This design comes from an exercise in tuning for small area on the open sky130 flow, not from production work.
In this exercise RTL edits were held to simulation tests only and were not proved equivalent to the original.

==> design/flow/design.v <==
`default_nettype none
package dipsc_pkg;
    localparam int SAMPLE_WIDTH       = 16;
    localparam int GAIN_FRACTION_BITS = 14;
    localparam int GAIN_WIDTH         = 16;
    localparam int ERR_WIDTH   = SAMPLE_WIDTH + 1;
    localparam int LIMIT_WIDTH = SAMPLE_WIDTH - 1;
    localparam int PROD_WIDTH  = ERR_WIDTH + GAIN_WIDTH;
    localparam int FB_WIDTH    = SAMPLE_WIDTH + GAIN_FRACTION_BITS;
    localparam int ACC_WIDTH   = ((PROD_WIDTH > FB_WIDTH) ? PROD_WIDTH : FB_WIDTH) + 2;
    localparam int SHIFT_WIDTH = ACC_WIDTH - GAIN_FRACTION_BITS;
    localparam int CFG_INDEX_WIDTH = 3;
    localparam int CFG_DATA_WIDTH  = (GAIN_WIDTH > SAMPLE_WIDTH) ? GAIN_WIDTH : SAMPLE_WIDTH;
    localparam int IN_FIELDS_WIDTH  = 1 + 2 * SAMPLE_WIDTH;
    localparam int IN_DATA_WIDTH    = ((IN_FIELDS_WIDTH + 7) / 8) * 8;
    localparam int OUT_FIELDS_WIDTH = 2 * SAMPLE_WIDTH + 2 * ERR_WIDTH;
    localparam int OUT_DATA_WIDTH   = ((OUT_FIELDS_WIDTH + 7) / 8) * 8;
    localparam logic [CFG_INDEX_WIDTH-1:0] REG_REFERENCE_SPEED = 3'd0;
    localparam logic [CFG_INDEX_WIDTH-1:0] REG_VOLTAGE_LIMIT   = 3'd1;
    localparam logic [CFG_INDEX_WIDTH-1:0] REG_GAIN_NOW_A      = 3'd2;
    localparam logic [CFG_INDEX_WIDTH-1:0] REG_GAIN_PREV_A     = 3'd3;
    localparam logic [CFG_INDEX_WIDTH-1:0] REG_GAIN_NOW_B      = 3'd4;
    localparam logic [CFG_INDEX_WIDTH-1:0] REG_GAIN_PREV_B     = 3'd5;
    localparam logic signed [SAMPLE_WIDTH-1:0] RESET_REFERENCE_SPEED = 16'sd2560;
    localparam logic        [LIMIT_WIDTH-1:0]  RESET_VOLTAGE_LIMIT   = 15'd3072;
    localparam logic signed [GAIN_WIDTH-1:0]   RESET_GAIN_NOW_A      = 16'sd10476;
    localparam logic signed [GAIN_WIDTH-1:0]   RESET_GAIN_PREV_A     = -16'sd9667;
    localparam logic signed [GAIN_WIDTH-1:0]   RESET_GAIN_NOW_B      = 16'sd10210;
    localparam logic signed [GAIN_WIDTH-1:0]   RESET_GAIN_PREV_B     = -16'sd9421;
endpackage
`default_nettype wire
`default_nettype none
import dipsc_pkg::*;
module dual_incremental_pi_speed_control (
    input  wire                        aclk,
    input  wire                        aresetn,
    input  wire                        cfg_wr_en,
    input  wire [CFG_INDEX_WIDTH-1:0]  cfg_index,
    input  wire [CFG_DATA_WIDTH-1:0]   cfg_wr_data,
    input  wire                        s_tvalid,
    output logic                       s_tready,
    input  wire [IN_DATA_WIDTH-1:0]    s_tdata,
    output logic                       m_tvalid,
    input  wire                        m_tready,
    output logic [OUT_DATA_WIDTH-1:0]  m_tdata
);
    logic signed [SAMPLE_WIDTH-1:0] reference_speed_reg;
    logic        [LIMIT_WIDTH-1:0]  voltage_limit_reg;
    logic signed [GAIN_WIDTH-1:0]   gain_now_a_reg, gain_prev_a_reg;
    logic signed [GAIN_WIDTH-1:0]   gain_now_b_reg, gain_prev_b_reg;
    logic signed [ERR_WIDTH-1:0]    last_error_a_reg, last_error_b_reg;
    logic signed [SAMPLE_WIDTH-1:0] last_drive_a_reg, last_drive_b_reg;
    logic                           in_valid_reg;
    logic                           enable_reg;
    logic signed [SAMPLE_WIDTH-1:0] speed_a_reg, speed_b_reg;
    logic                           out_open;
    logic                           advance;
    logic signed [ERR_WIDTH-1:0]    error_a, error_b;
    logic signed [SAMPLE_WIDTH-1:0] drive_a, drive_b;
    logic signed [SAMPLE_WIDTH-1:0] drive_a_next, drive_b_next;
    logic [OUT_FIELDS_WIDTH-1:0]    out_fields;
    function automatic logic signed [SAMPLE_WIDTH-1:0] pi_update(
        input logic signed [ERR_WIDTH-1:0]    e,
        input logic signed [GAIN_WIDTH-1:0]   g_now,
        input logic signed [GAIN_WIDTH-1:0]   g_prev,
        input logic signed [ERR_WIDTH-1:0]    e_prev,
        input logic signed [SAMPLE_WIDTH-1:0] u_prev,
        input logic        [LIMIT_WIDTH-1:0]  limit
    );
        logic signed [PROD_WIDTH-1:0]  p_now;
        logic signed [PROD_WIDTH-1:0]  p_prev;
        logic signed [ACC_WIDTH-1:0]   acc;
        logic signed [SHIFT_WIDTH-1:0] u;
        logic signed [SHIFT_WIDTH-1:0] hi;
        logic signed [SHIFT_WIDTH-1:0] lo;
        p_now  = PROD_WIDTH'(e) * PROD_WIDTH'(g_now);
        p_prev = PROD_WIDTH'(e_prev) * PROD_WIDTH'(g_prev);
        acc    = ACC_WIDTH'(p_now) + ACC_WIDTH'(p_prev)
               + (ACC_WIDTH'(u_prev) <<< GAIN_FRACTION_BITS);
        u      = acc[ACC_WIDTH-1:GAIN_FRACTION_BITS];
        hi     = $signed({{(SHIFT_WIDTH-LIMIT_WIDTH){1'b0}}, limit});
        lo     = -hi;
        if (u > hi) begin
            u = hi;
        end else if (u < lo) begin
            u = lo;
        end
        pi_update = u[SAMPLE_WIDTH-1:0];
    endfunction
    assign out_open = !m_tvalid || m_tready;
    assign advance  = in_valid_reg && out_open;
    assign s_tready = !in_valid_reg || out_open;
    assign error_a = ERR_WIDTH'(reference_speed_reg) - ERR_WIDTH'(speed_a_reg);
    assign error_b = ERR_WIDTH'(reference_speed_reg) - ERR_WIDTH'(speed_b_reg);
    assign drive_a_next = pi_update(error_a, gain_now_a_reg, gain_prev_a_reg,
                                    last_error_a_reg, last_drive_a_reg, voltage_limit_reg);
    assign drive_b_next = pi_update(error_b, gain_now_b_reg, gain_prev_b_reg,
                                    last_error_b_reg, last_drive_b_reg, voltage_limit_reg);
    assign drive_a = enable_reg ? drive_a_next : '0;
    assign drive_b = enable_reg ? drive_b_next : '0;
    assign out_fields = {error_b, error_a, drive_b, drive_a};
    always_ff @(posedge aclk) begin
        if (!aresetn) begin
            reference_speed_reg <= RESET_REFERENCE_SPEED;
            voltage_limit_reg   <= RESET_VOLTAGE_LIMIT;
            gain_now_a_reg      <= RESET_GAIN_NOW_A;
            gain_prev_a_reg     <= RESET_GAIN_PREV_A;
            gain_now_b_reg      <= RESET_GAIN_NOW_B;
            gain_prev_b_reg     <= RESET_GAIN_PREV_B;
        end else if (cfg_wr_en) begin
            case (cfg_index)
                REG_REFERENCE_SPEED: reference_speed_reg <= cfg_wr_data[SAMPLE_WIDTH-1:0];
                REG_VOLTAGE_LIMIT:   voltage_limit_reg   <= cfg_wr_data[LIMIT_WIDTH-1:0];
                REG_GAIN_NOW_A:      gain_now_a_reg      <= cfg_wr_data[GAIN_WIDTH-1:0];
                REG_GAIN_PREV_A:     gain_prev_a_reg     <= cfg_wr_data[GAIN_WIDTH-1:0];
                REG_GAIN_NOW_B:      gain_now_b_reg      <= cfg_wr_data[GAIN_WIDTH-1:0];
                REG_GAIN_PREV_B:     gain_prev_b_reg     <= cfg_wr_data[GAIN_WIDTH-1:0];
                default: ;
            endcase
        end
    end
    always_ff @(posedge aclk) begin
        if (!aresetn) begin
            in_valid_reg <= 1'b0;
        end else if (s_tready) begin
            in_valid_reg <= s_tvalid;
        end
    end
    always_ff @(posedge aclk) begin
        if (s_tvalid && s_tready) begin
            enable_reg  <= s_tdata[0];
            speed_a_reg <= s_tdata[SAMPLE_WIDTH:1];
            speed_b_reg <= s_tdata[2*SAMPLE_WIDTH:SAMPLE_WIDTH+1];
        end
    end
    always_ff @(posedge aclk) begin
        if (!aresetn) begin
            last_error_a_reg <= '0;
            last_error_b_reg <= '0;
            last_drive_a_reg <= '0;
            last_drive_b_reg <= '0;
        end else if (advance) begin
            last_error_a_reg <= enable_reg ? error_a : '0;
            last_error_b_reg <= enable_reg ? error_b : '0;
            last_drive_a_reg <= drive_a;
            last_drive_b_reg <= drive_b;
        end
    end
    always_ff @(posedge aclk) begin
        if (!aresetn) begin
            m_tvalid <= 1'b0;
        end else if (out_open) begin
            m_tvalid <= in_valid_reg;
        end
    end
    always_ff @(posedge aclk) begin
        if (advance) begin
            m_tdata <= OUT_DATA_WIDTH'(out_fields);
        end
    end
endmodule
`default_nettype wire
==> design/flow/run.sh <==
#!/bin/bash
# synth_recipe.tcl (not shown) runs the flow's synth.tcl, then flattens the netlist and writes it again
# the make line also repeats each setting of config.mk as NAME=value (left out here)
make -C /OpenROAD-flow-scripts/flow DESIGN_CONFIG=/design/flow/config.mk WORK_HOME=/design/flow/orfs CLKGATE_MAP_FILE= SYNTH_SCRIPT=/design/flow/synth_recipe.tcl finish
==> design/flow/config.mk <==
export PLATFORM = sky130hd
export DESIGN_NAME = dual_incremental_pi_speed_control
export DESIGN_NICKNAME = dual_incremental_pi_speed_control
export VERILOG_FILES = /design/flow/design.v
export SDC_FILE = /design/flow/constraint.sdc
export NUM_CORES = 4
export LEC_CHECK = 0
export CAP_MARGIN = 20
export CORE_MARGIN = 2
export CORE_UTILIZATION = 40
export SLEW_MARGIN = 20
==> design/flow/constraint.sdc <==
create_clock -name core_clock -period 20.0 [get_ports {aclk}]
set_input_delay 4.0000 -clock core_clock [delete_from_list [all_inputs] [get_ports {aclk}]]
set_output_delay 4.0000 -clock core_clock [all_outputs]
set_load 0.01 [all_outputs]
==> impl_metrics.json <==
{
  "place_area_um2": 60500,
  "place_congestion": 0.907,
  "row_count": 138,
  "critPathCaptureType": "flip-flop",
  "drt_iter0_markers": 2986,
  "hp-class": "flip-flop to flip-flop",
  "post-route-period-util_pct": 72.1,
  "drv_cap": 0,
  "crit_path_max_fanout": 19,
  "final_common_cell": "inv_1",
  "clk_pin_slew_ns": 0.06,
  "hold_buffers": 0,
  "cts_setup_buffers": 0,
  "worst_pin_slew_ns": 1.18,
  "status": "no timing/DRC/antenna violations",
  "hold_slack_ns": 0.453,
  "syn-cell-area_um2": 57200,
  "worstSkewPairLatency_ns": 0.62,
  "cts.repair.resized": 0,
  "cp_common_cell": "fa_1",
  "min_path_cells": 2,
  "die-area_um2": 146000,
  "reg2reg_slack_ns": 5.57,
  "cts-root-buf": "clkbuf_16",
  "drt_pre_antenna_iters": 6,
  "routed_wl_um": 159000,
  "ant_nets": 0,
  "ys_warn_count": 1,
  "slowest_delay_ns": 0.76,
  "largest_register_ffs": 66,
  "via_count": 40600,
  "core_um2": 142000,
  "post-place-ws_ns": 6.00,
  "initial_core_util_pct": 40.3,
  "ys_types": 79,
  "start_kind": "flip-flop",
  "htree_levels": 2,
  "fin_util_pct": 43.6,
  "worst_r2r_endpoint": "m_tdata[18]$_DFFE_PP_",
  "hold_viol": 0,
  "crit_type": "flip-flop to flip-flop",
  "required_ns": 20.34,
  "area_delta_synth_final_pct": 8.13,
  "r2r_start": "reference_speed_reg[0]$_SDFFE_PN0P_",
  "hold-path-endpoint": "last_drive_b_reg[4]$_SDFFE_PN0P_",
  "drive_above_1_share_pct": 2.96,
  "synthCells": 6096,
  "rsz0062_at_grt": "false",
  "fin_nets": 7857,
  "synth_edf_count": 99,
  "cts_tree": "built",
  "maxSlewViolCount": 0,
  "io_pins": 138,
  "wl_per_cell_um": 19.8,
  "diodes": 0,
  "track_usage_pct": 22.7,
  "chipHeight_um": 382,
  "cts_buffers": 36,
  "grt_pass1_wl_um": 255000,
  "hold_start": "last_drive_b_reg[4]$_SDFFE_PN0P_",
  "grt_start_max_net_pins": 127,
  "skew_ns": 0.0430,
  "viasPerCell": 5.06,
  "synthFlopType": "dfxtp_1",
  "die_w_um": 382,
  "grt-ovfl-total": 0,
  "period_minus_slack_ns": 14.43,
  "final_area_um2": 61800,
  "finalSetupViolCount": 0,
  "synth-seq-cells": 262,
  "async_flop_share_pct": 0,
  "final.setup.worst_slack_ns": 5.57,
  "avgSynthCellArea_um2": 9.38,
  "clkSinkCount": 262,
  "tns_ns": 0,
  "mostFrequentLayoutCells": "inv_1 (1537), fa_1 (1290), nand2_1 (694)",
  "drcViolationCount": 0,
  "max_freq_mhz": 69.3,
  "critical_path.slowest_cell": "and2_1",
  "yosysSeqAreaShare_pct": 10.9,
  "clockBufferDepth": 3,
  "r2r_cells": 46,
  "dp_hpwl_um": 129000,
  "arrival_ns": 14.77,
  "antenna_found_initial": 10,
  "grt_pass1_vias": 43300,
  "port_buffers": 124,
  "slew_headroom_pct": 21.2
}
synth_stat cells, types with 17 or more instances:
master,n,share of area [%]
nand4_1,21,0.23
a21o_1,45,0.59
nand2_1,694,4.6
inv_1,1538,10
clkbuf_1,216,1.4
o21ai_0,64,0.56
dfxtp_1,163,5.7
nand3_1,76,0.67
nor2_1,117,0.77
nor2b_1,91,1.0
a22oi_1,26,0.34
a21boi_0,67,0.88
and3_1,24,0.26
edfxtp_1,99,5.2
ha_1,409,8.9
a21oi_1,116,1.0
nand2b_1,66,0.72
and2_1,586,6.4
o21a_1,17,0.22
nor3_1,45,0.39
o211ai_1,17,0.22
fa_1,1290,45
xnor2_1,93,1.4
mux2i_1,18,0.32
through the flow:
stage               cells
floorplan            6101
global placement     7945
detailed placement   7945
CTS                  8011
global route         8012
finish               8012
worst max-delay path, delay by kind of cell, from the launching register on:
kind,cells,cell delay (ns)
fa+ha+maj,12,5.27
compound gates,15,4.14
simple gates,9,2.71
buf+inv,9,1.37
flops,1,0.31
xor+xnor,1,0.31
worst max-delay path by stage:
stage / end / from
after floorplan: m_tdata[14]$_DFFE_PP_ / reference_speed_reg[0]$_SDFFE_PN0P_
after global placement: m_tdata[18]$_DFFE_PP_ / reference_speed_reg[0]$_SDFFE_PN0P_
after detailed placement: m_tdata[18]$_DFFE_PP_ / reference_speed_reg[0]$_SDFFE_PN0P_
after CTS: m_tdata[18]$_DFFE_PP_ / reference_speed_reg[0]$_SDFFE_PN0P_
after global routing: m_tdata[18]$_DFFE_PP_ / reference_speed_reg[0]$_SDFFE_PN0P_
final: m_tdata[18]$_DFFE_PP_ / reference_speed_reg[0]$_SDFFE_PN0P_
routing by layer:
layer	global-route usage, %	part of all wire (%)	vias to the layer above
met5	0	0.015	-
met4	5.89	3.0	4
met3	3.16	6.7	177
met2	35.4	45	1205
met1	33.3	45	21200
li1	-	-	18000
final cells by class:
cell class	instances	area [µm²]
fill	13600	79900
clock inverter	22	324
inverter	1544	5800
tap	1890	2360
sequential	262	6240
clock buffer	44	972
multi-input combinational	4067	44500
timing repair buffer	183	1690
cell families after synthesis:
family | synth area share (%)
flip-flops | 10.9
XOR/XNOR | 1.73
other | 0.00656
buffers and inverters | 11.7
adder cells (fa/ha/maj) | 54.1
AND/OR/NAND/NOR | 15.5
AO/OA/AOI/OAI | 5.49
multiplexers | 0.551

[static timing again, ports no longer ideal]
Ports are ideal in the flow. The routed layout listed here was re-timed in OpenROAD. Step 1, drivers: a clkbuf_16 drives aclk and a buf_2 each remaining input, both assumed. Step 2 adds t to the input delays and takes it off the output delays; t is the mean of the earliest and latest rising clock arrival at the registers after step 1. Input paths then give back, and output paths get back, about the clock's delay inside the block. Slacks: no drivers / after step 1 / after step 2; pairs: no drivers / after step 1.
t (ns): 0.667
slack for setup (ns): 5.572 / 5.572 / 5.572
worst data-port slew with drivers (ns): 0.14
After both steps this run still meets setup and hold. For this run, drivers alone change the setup slack by 0.000 ns; drivers and shift together by 0.000 ns.
